Background: an optimization exercise with open tools, aiming at small area. Do not read the settings as production practice.
The RTL was checked by simulation tests, not by an equivalence proof against the original design.
Power and IR drop assume default switching activity.

indigo:
==> flow/design.v (excerpt) <==
module tdc_readout_top
#(
    parameter int FIFO_STAGES  = 4,
    parameter int STAGE_DEPTH  = 8,
    parameter int CLKS_PER_BIT = 64,
    parameter int READ_LIMIT   = 1024
) (
    input  wire            clkWizard,
    input  wire            finish_mem_reset,
    input  wire            measure_done,
    input  wire [31:0]     measure_word,
    input  wire            start_writing,
    input  wire            start_reading,
    output logic           led_write_err,
    output logic           led_write_stage,
    output logic           led_read_stage,
    output logic           tx
);
    localparam int DEPTH = FIFO_STAGES * STAGE_DEPTH;    
    localparam int PAIRS = DEPTH / 2;
    localparam int CW    = $clog2(DEPTH + 1);            
    localparam int SW    = $clog2(DEPTH);                
    wire rst = finish_mem_reset;
    logic writing, reading;
    wire  idle = !writing && !reading;
    wire  writing_nx = !rst && (idle ? start_writing : (writing && !start_reading));
  ...
==> flow/config.mk <==
export PLATFORM = sky130hd
export DESIGN_NAME = tdc_readout_top
export DESIGN_NICKNAME = tdc_readout_top
export VERILOG_FILES = /design/flow/design.v
export SDC_FILE = /design/flow/constraint.sdc
export NUM_CORES = 4
export LEC_CHECK = 0
export CAP_MARGIN = 20
export CORE_MARGIN = 2
export CORE_UTILIZATION = 60
export CTS_BUF_LIST = sky130_fd_sc_hd__clkbuf_8
export CTS_CLUSTER_DIAMETER = 60
export CTS_CLUSTER_SIZE = 20
export SLEW_MARGIN = 20
==> flow/constraint.sdc <==
create_clock -name core_clock -period 5.0 [get_ports {clkWizard}]
set_input_delay 1.0000 -clock core_clock [delete_from_list [all_inputs] [get_ports {clkWizard}]]
set_output_delay 1.0000 -clock core_clock [all_outputs]
set_load 0.01 [all_outputs]
standard.sh (not shown) runs the stock make flow with config.mk's settings and CLKGATE_MAP_FILE= SYNTH_SCRIPT=/design/flow/synth_recipe.tcl, a recipe that flattens the netlist after the stock synthesis.
==> flow/flow/run.sh <==
#!/bin/bash
set -euo pipefail
export BUFFER_PORTS_ARGS="-buffer_cell sky130_fd_sc_hd__buf_1"
export CTS_ARGS="-sink_clustering_enable -repair_clock_nets -sink_clustering_size 20 -sink_clustering_max_diameter 60 -buf_list sky130_fd_sc_hd__clkbuf_8 -dont_use_dummy_load"
bash standard.sh > make.log 2>&1
indigo reached the end of the flow, and the finished layout is clean on the timing, DRC and antenna checks.
diff inputs: indigo => harbor
# indigo
export LEC_CHECK = 0
export CAP_MARGIN = 20
export CORE_MARGIN = 2
export CORE_UTILIZATION = 60
export CTS_BUF_LIST = sky130_fd_sc_hd__clkbuf_8
export CTS_CLUSTER_DIAMETER = 60
export CTS_CLUSTER_SIZE = 20
export SLEW_MARGIN = 20
create_clock -name core_clock -period 5.0 [get_ports {clkWizard}]
# harbor
export LEC_CHECK = 0
export CAP_MARGIN = 20
export CORE_MARGIN = 2
export CORE_UTILIZATION = 66
export CTS_BUF_LIST = sky130_fd_sc_hd__clkbuf_8
export CTS_CLUSTER_DIAMETER = 60
export CTS_CLUSTER_SIZE = 22
export SLEW_MARGIN = 20
create_clock -name core_clock -period 5.0 [get_ports {clkWizard}]
==> flow/flow/run.sh <==
#!/bin/bash
set -euo pipefail
export BUFFER_PORTS_ARGS="-buffer_cell sky130_fd_sc_hd__buf_1"
export CTS_ARGS="-sink_clustering_enable -repair_clock_nets -sink_clustering_size 22 -sink_clustering_max_diameter 60 -buf_list sky130_fd_sc_hd__clkbuf_8 -dont_use_dummy_load"
bash standard.sh > make.log 2>&1
==> notes.md <==
Going from indigo to harbor, non-clock buffer count has decreased; number of well taps has decreased; cell-internal power has decreased; final non-filler cell area has decreased.
indigo → harbor: total CTS buffers went down by 9, core utilization increased by 5.2 points relative to the old numbers.
Comparing indigo and harbor, mean routed wirelength per cell is higher on harbor.

---

Starting RTL as in the previous note.
Settings: LEC_CHECK=0, CAP_MARGIN=20, CORE_MARGIN=2, CORE_UTILIZATION=74, CTS_BUF_LIST=sky130_fd_sc_hd__clkbuf_8, CTS_CLUSTER_DIAMETER=60, CTS_CLUSTER_SIZE=22, SLEW_MARGIN=20; clock period 5.0 ns.
==> flow/flow/run.sh <==
#!/bin/bash
set -euo pipefail
export BUFFER_PORTS_ARGS="-buffer_cell sky130_fd_sc_hd__buf_1"
export CTS_ARGS="-sink_clustering_enable -repair_clock_nets -sink_clustering_size 22 -sink_clustering_max_diameter 60 -buf_list sky130_fd_sc_hd__clkbuf_8 -dont_use_dummy_load"
bash standard.sh > make.log 2>&1
Next try:
==> flow/run.sh (new file) <==
#!/bin/bash
# synth_recipe.tcl (not shown) runs the flow's synth.tcl, then flattens the netlist and writes it again
# the make line also repeats each setting of config.mk as NAME=value (left out here)
make -C /OpenROAD-flow-scripts/flow DESIGN_CONFIG=/design/flow/config.mk WORK_HOME=/design/flow/orfs CLKGATE_MAP_FILE= SYNTH_SCRIPT=/design/flow/synth_recipe.tcl finish
--- a/flow/config.mk
+++ b/flow/config.mk
@@ -8,7 +8,7 @@
 export CAP_MARGIN = 20
 export CORE_MARGIN = 2
-export CORE_UTILIZATION = 74
+export CORE_UTILIZATION = 60
 export CTS_BUF_LIST = sky130_fd_sc_hd__clkbuf_8
 export CTS_CLUSTER_DIAMETER = 60
-export CTS_CLUSTER_SIZE = 22
+export CTS_CLUSTER_SIZE = 20
 export SLEW_MARGIN = 20
removed: flow/flow/run.sh
removed: flow/standard.sh
Effect: First-iteration DRC count is higher by 54%. Synthesized area stays the same. Design area is higher by 1.8%. Die area is higher by 23%. Total power is higher by 1.1%. Global-route usage is lower by 3.2 points. Clock power is higher by 7.9%. Setup slack gets better by 0.19 ns.
Next try:
--- a/flow/config.mk
+++ b/flow/config.mk
@@ -8,7 +8,8 @@
 export CAP_MARGIN = 20
 export CORE_MARGIN = 2
-export CORE_UTILIZATION = 60
-export CTS_BUF_LIST = sky130_fd_sc_hd__clkbuf_8
-export CTS_CLUSTER_DIAMETER = 60
-export CTS_CLUSTER_SIZE = 20
+export CORE_UTILIZATION = 70
+export CTS_BUF_LIST = sky130_fd_sc_hd__clkbuf_16
+export CTS_CLUSTER_DIAMETER = 70
+export CTS_CLUSTER_SIZE = 36
+export PLACE_DENSITY = 0.85
 export SLEW_MARGIN = 20
Effect: The new run ran to the end with no violations. Setup slack loses 0.51 ns. Combinational power climbs by about 6%. Wire length goes up by 10%. Die area went down by 14%. Via count increases by 1.6%. Cell count decreases by 4.1%. Global-route usage rose by 4.4 points. Synthesized cell count is unchanged. Hold slack hardly moves. Power went up by 3.1%. Clock power goes up by 8.4%.
Next try:
==> flow/flow/run.sh (new file) <==
#!/bin/bash
set -euo pipefail
export BUFFER_PORTS_ARGS="-buffer_cell sky130_fd_sc_hd__buf_1"
export CTS_ARGS="-sink_clustering_enable -repair_clock_nets -sink_clustering_size 22 -sink_clustering_max_diameter 60 -buf_list sky130_fd_sc_hd__clkbuf_8 -dont_use_dummy_load"
bash standard.sh > make.log 2>&1
==> flow/standard.sh (new file) <==
#!/bin/bash
# synth_recipe.tcl (not shown) runs the flow's synth.tcl, then flattens the netlist and writes it again
# the make line also repeats each setting of config.mk as NAME=value (left out here)
make -C /OpenROAD-flow-scripts/flow DESIGN_CONFIG=/design/flow/config.mk WORK_HOME=/design/flow/orfs CLKGATE_MAP_FILE= SYNTH_SCRIPT=/design/flow/synth_recipe.tcl "${@:-finish}"
==> flow/config.mk (replaced) <==
export PLATFORM = sky130hd
export DESIGN_NAME = tdc_readout_top
export DESIGN_NICKNAME = tdc_readout_top
export VERILOG_FILES = /design/flow/design.v
export SDC_FILE = /design/flow/constraint.sdc
export NUM_CORES = 4
export LEC_CHECK = 0
export CAP_MARGIN = 20
export CORE_MARGIN = 2
export CORE_UTILIZATION = 60
export CTS_BUF_LIST = sky130_fd_sc_hd__clkbuf_8
export CTS_CLUSTER_DIAMETER = 60
export CTS_CLUSTER_SIZE = 22
export GPL_ROUTABILITY_DRIVEN = 0
export GPL_TIMING_DRIVEN = 0
export SLEW_MARGIN = 20
removed: flow/run.sh
Utilization fell by 11 points; via count came out lower slightly; clock skew goes up by 0.040 ns; sequential power is about the same; setup slack is better by 0.50 ns; die area went up by about a fifth; cell area increases slightly; synthesized cell count is unchanged; total power went down by a few percent.
Next try:
==> flow/flow/run.sh (replaced) <==
#!/bin/bash
set -euo pipefail
export BUFFER_PORTS_ARGS="-buffer_cell sky130_fd_sc_hd__buf_1"
export CTS_ARGS="-sink_clustering_enable -repair_clock_nets -sink_clustering_size 20 -sink_clustering_max_diameter 60 -buf_list sky130_fd_sc_hd__clkbuf_8 -dont_use_dummy_load"
bash standard.sh > make.log 2>&1
--- a/flow/config.mk
+++ b/flow/config.mk
@@ -8,9 +8,7 @@
 export CAP_MARGIN = 20
 export CORE_MARGIN = 2
-export CORE_UTILIZATION = 60
+export CORE_UTILIZATION = 70
 export CTS_BUF_LIST = sky130_fd_sc_hd__clkbuf_8
 export CTS_CLUSTER_DIAMETER = 60
 export CTS_CLUSTER_SIZE = 22
-export GPL_ROUTABILITY_DRIVEN = 0
-export GPL_TIMING_DRIVEN = 0
 export SLEW_MARGIN = 20
After rerunning: Synthesized cell count does not change; routed wire length came out lower by roughly a tenth; clock-buffer cell count came out higher by 3; clock power stays flat; global-route usage came out higher by 0.94 points; setup slack got worse by 0.071 ns; cell count came out lower by a little under a tenth; non-clock buffer count came out lower by 118; hold slack got worse by 0.0071 ns; fmax came out lower by a few percent; synthesized area does not change.
Next try:
==> flow/flow/run.sh (replaced) <==
#!/bin/bash
set -euo pipefail
export BUFFER_PORTS_ARGS="-buffer_cell sky130_fd_sc_hd__buf_1"
export CTS_ARGS="-sink_clustering_enable -repair_clock_nets -sink_clustering_size 22 -sink_clustering_max_diameter 60 -buf_list sky130_fd_sc_hd__clkbuf_8 -dont_use_dummy_load"
bash standard.sh > make.log 2>&1
--- a/flow/config.mk
+++ b/flow/config.mk
@@ -8,5 +8,5 @@
 export CAP_MARGIN = 20
 export CORE_MARGIN = 2
-export CORE_UTILIZATION = 70
+export CORE_UTILIZATION = 63
 export CTS_BUF_LIST = sky130_fd_sc_hd__clkbuf_8
 export CTS_CLUSTER_DIAMETER = 60
Final area barely changes.
Clock skew went up by 0.0057 ns.
Routed wire length decreases by 1.8%.
Global-route usage decreases by 2.3 points.
Worst setup slack gets worse by 0.12 ns.
Core utilization goes down by 7.6 points.

afterwards: timing with drivers on the ports:
No port has a modelled driver above. Below, the same layouts with a new extraction and two added sets of constraints.
Step 1 sets driving cells, clkbuf_16 on the clock port and buf_2 on the other inputs (assumed; they add their load-dependent delay and slew).
Step 2 times the ports against the registers' clock, not the clock port: input delays grow and output delays shrink by t, the midpoint of the rising clock arrivals with the driver on.
Slacks: no drivers / after step 1 / after step 2; pairs: no drivers / after step 1.
| run | shift t [ns] | slack for setup (ns) | hold slack, ns |
|---|---|---|---|
| indigo | 0.680 | 1.963 / 1.963 / 1.880 | 0.316 / 0.316 / 0.316 |
| harbor | 0.709 | 2.079 / 2.079 / 1.851 | 0.312 / 0.312 / 0.312 |
| the first run of note 2 | 0.716 | 1.960 / 1.960 / 1.854 | 0.319 / 0.319 / 0.319 |
| the second run of note 2 | 0.731 | 2.150 / 2.162 / 1.450 | 0.329 / 0.329 / 0.329 |
| the third run of note 2 | 0.641 | 1.638 / 1.638 / 1.361 | 0.328 / 0.328 / 0.328 |
| the fourth run of note 2 | 0.717 | 2.139 / 2.139 / 1.844 | 0.313 / 0.313 / 0.313 |
| the fifth run of note 2 | 0.723 | 2.068 / 2.068 / 1.855 | 0.306 / 0.306 / 0.306 |
| the sixth run of note 2 | 0.711 | 1.953 / 1.953 / 1.852 | 0.313 / 0.313 / 0.313 |
After both steps setup and hold are still met in every run listed. The setup slack of the second run of note 2, which loses most, moves by +0.012 ns with the drivers and by -0.700 ns with both steps.
